Source: an optimization exercise on an open RTL-to-GDS flow (aim: small area, a short achievable clock period and few clock cycles per item). Production flows keep margins and buffers that such runs may drop.
Function was checked by simulation only, so behaviour that the tests miss may differ from the original.

==> juniper <==
// sq8_dequant_vector_distance_top
module sq8_dequant_vector_distance_top #(
	parameter int VALUE_WIDTH   = 32,
	parameter int FRACTION_BITS = 16
) (
	input  logic         clk,
	input  logic         arst_n,
	input  logic         s_axis_tvalid,
	output logic         s_axis_tready,
	input  logic [103:0] s_axis_tdata,
	input  logic         s_axis_tlast,    
	output logic         m_axis_tvalid,
	input  logic         m_axis_tready,
	output logic [63:0]  m_axis_tdata,    
	output logic [1:0]   m_axis_tuser,    
	input  logic         cfg_valid,
	output logic         cfg_ready,
	input  logic         cfg_index,
	input  logic [2:0]   cfg_data
);
	localparam logic [63:0] ACC_MAX = sq8dvd_pkg::ACC_MAX;
	localparam logic [63:0] ACC_MIN = sq8dvd_pkg::ACC_MIN;
	logic [2:0] metric_q, metric_d;
	logic       norm_q, norm_d;
	always_comb begin
		metric_d = metric_q;
		norm_d   = norm_q;
		if (cfg_valid) begin
			if (cfg_index) norm_d = cfg_data[0];
			else metric_d = cfg_data;
		end
	end
	always_ff @(posedge clk or negedge arst_n) begin
		if (!arst_n) begin
			metric_q <= 3'd0;
			norm_q   <= 1'b0;
		end else begin
			metric_q <= metric_d;
			norm_q   <= norm_d;
		end
	end
	assign cfg_ready = 1'b1;
	logic m_cos, m_dotn, m_eu, m_man, m_dsq, m_bad, m_rot;
	always_ff @(posedge clk or negedge arst_n) begin
		if (!arst_n) begin
			m_cos  <= 1'b1;
			m_dotn <= 1'b0;
			m_eu   <= 1'b0;
			m_man  <= 1'b0;
			m_dsq  <= 1'b0;
			m_bad  <= 1'b0;
			m_rot  <= 1'b1;
		end else begin
			m_cos  <= (metric_d == 3'd0);
			m_dotn <= (metric_d == 3'd1) && norm_d;
			m_eu   <= (metric_d == 3'd2);
			m_man  <= (metric_d == 3'd3);
			m_dsq  <= (metric_d == 3'd2) || (metric_d == 3'd4);
			m_bad  <= (metric_d > 3'd4);
			m_rot  <= (metric_d == 3'd0) || ((metric_d == 3'd1) && norm_d);
		end
	end
	logic [40:0] ys_s, ys_c, ys_e;
	sq8dvd_deq u_deq (
		.mn (s_axis_tdata[71:40]),
		.st (s_axis_tdata[103:72]),
		.cd (s_axis_tdata[39:32]),
		.s  (ys_s),
		.c  (ys_c),
		.e  (ys_e)
	);
	logic        w_valid;
	logic [31:0] w_q;
	logic [40:0] w_ys, w_yc, w_ye;
	logic        w_last;
	logic        w_ld, w_mv;
  ...
export LEC_CHECK = 0
export ABC_AREA = 1
export CAP_MARGIN = 40
export CORE_MARGIN = 2
export CORE_UTILIZATION = 40
export SLEW_MARGIN = 30
create_clock -name core_clock -period 13.0 [get_ports {clk}]
standard.sh (not shown) runs the stock make flow with config.mk's settings and CLKGATE_MAP_FILE= SYNTH_SCRIPT=/design/flow/synth_recipe.tcl, a recipe that flattens the netlist after the stock synthesis.
==> flow/flow/run.sh <==
#!/bin/bash
set -euo pipefail
bash standard.sh SETUP_SLACK_MARGIN=8.8 finish > standard.log 2>&1
==> delta (differences from juniper) <==
CAP_MARGIN = 35   (was 40)
SLEW_MARGIN = 25   (was 30)
==> summary.txt <==
juniper went through all stages and came out clean. delta went through all stages and came out clean.
In delta the sequential share of layout area is higher than in juniper, by 0.37 points.
In synthesized cell count, juniper and delta do not differ.
Between delta and juniper, the lower register-to-register slack is in juniper (gap 0.02 ns).
Worst setup slack: juniper is worse than delta (0.021 ns).
==> figures <==
quantity                                              juniper       delta
Min setup slack post-route                            8.48 ns     8.51 ns
Length of routed wiring on met1                     202000 um   201000 um
Met2 global-route usage                                 55.6%       55.6%
Aggregate global-route resource usage                   37.6%       37.6%
Largest net degree at the start of global routing          81          93
1st-pass router iterations                                  8          10
Post-placement worst setup slack                      7.33 ns     7.34 ns
CP bufs+invs                                                6           7
Footprint of the multi-input gates                 71500 um^2  70800 um^2
Logic inverters                                          2424        2421
Status                       no timing/DRC/antenna violations  no timing/DRC/antenna violations
Testbench counts of juniper, summed over its fixed seeds: cycles 14,371, vectors 384.
Testbench counts of delta, summed over its fixed seeds: cycles 14,371, vectors 384.

==> afterwards: timing with drivers on the ports <==
The results above use ideal ports. As a check the final layouts listed here were re-extracted and re-timed, cells and wires unchanged. Step 1, drivers: a clkbuf_16 drives clk and a buf_2 each remaining input, both assumed. Step 2, shift: input delay + t, output delay - t, t = (earliest + latest rising clock arrival at the registers) / 2. This alone moves slack from input paths to output paths. a / b / c = no drivers / after step 1 / after step 2; a / b = the first two.
run	shift t [ns]	slack for setup (ns)	hold WS [ns]	latest minus earliest clock arrival (ns)	worst slew at a driven data input, ns
juniper	0.897	8.485 / 8.485 / 7.720	0.326 / 0.326 / 0.326	0.094 / 0.095	0.28
delta	0.918	8.506 / 8.506 / 7.758	0.326 / 0.326 / 0.326	0.072 / 0.073	0.27
After both steps setup and hold are still met in every run listed. For juniper, which loses most, drivers alone change the setup slack by 0.000 ns; drivers and shift together by -0.765 ns.
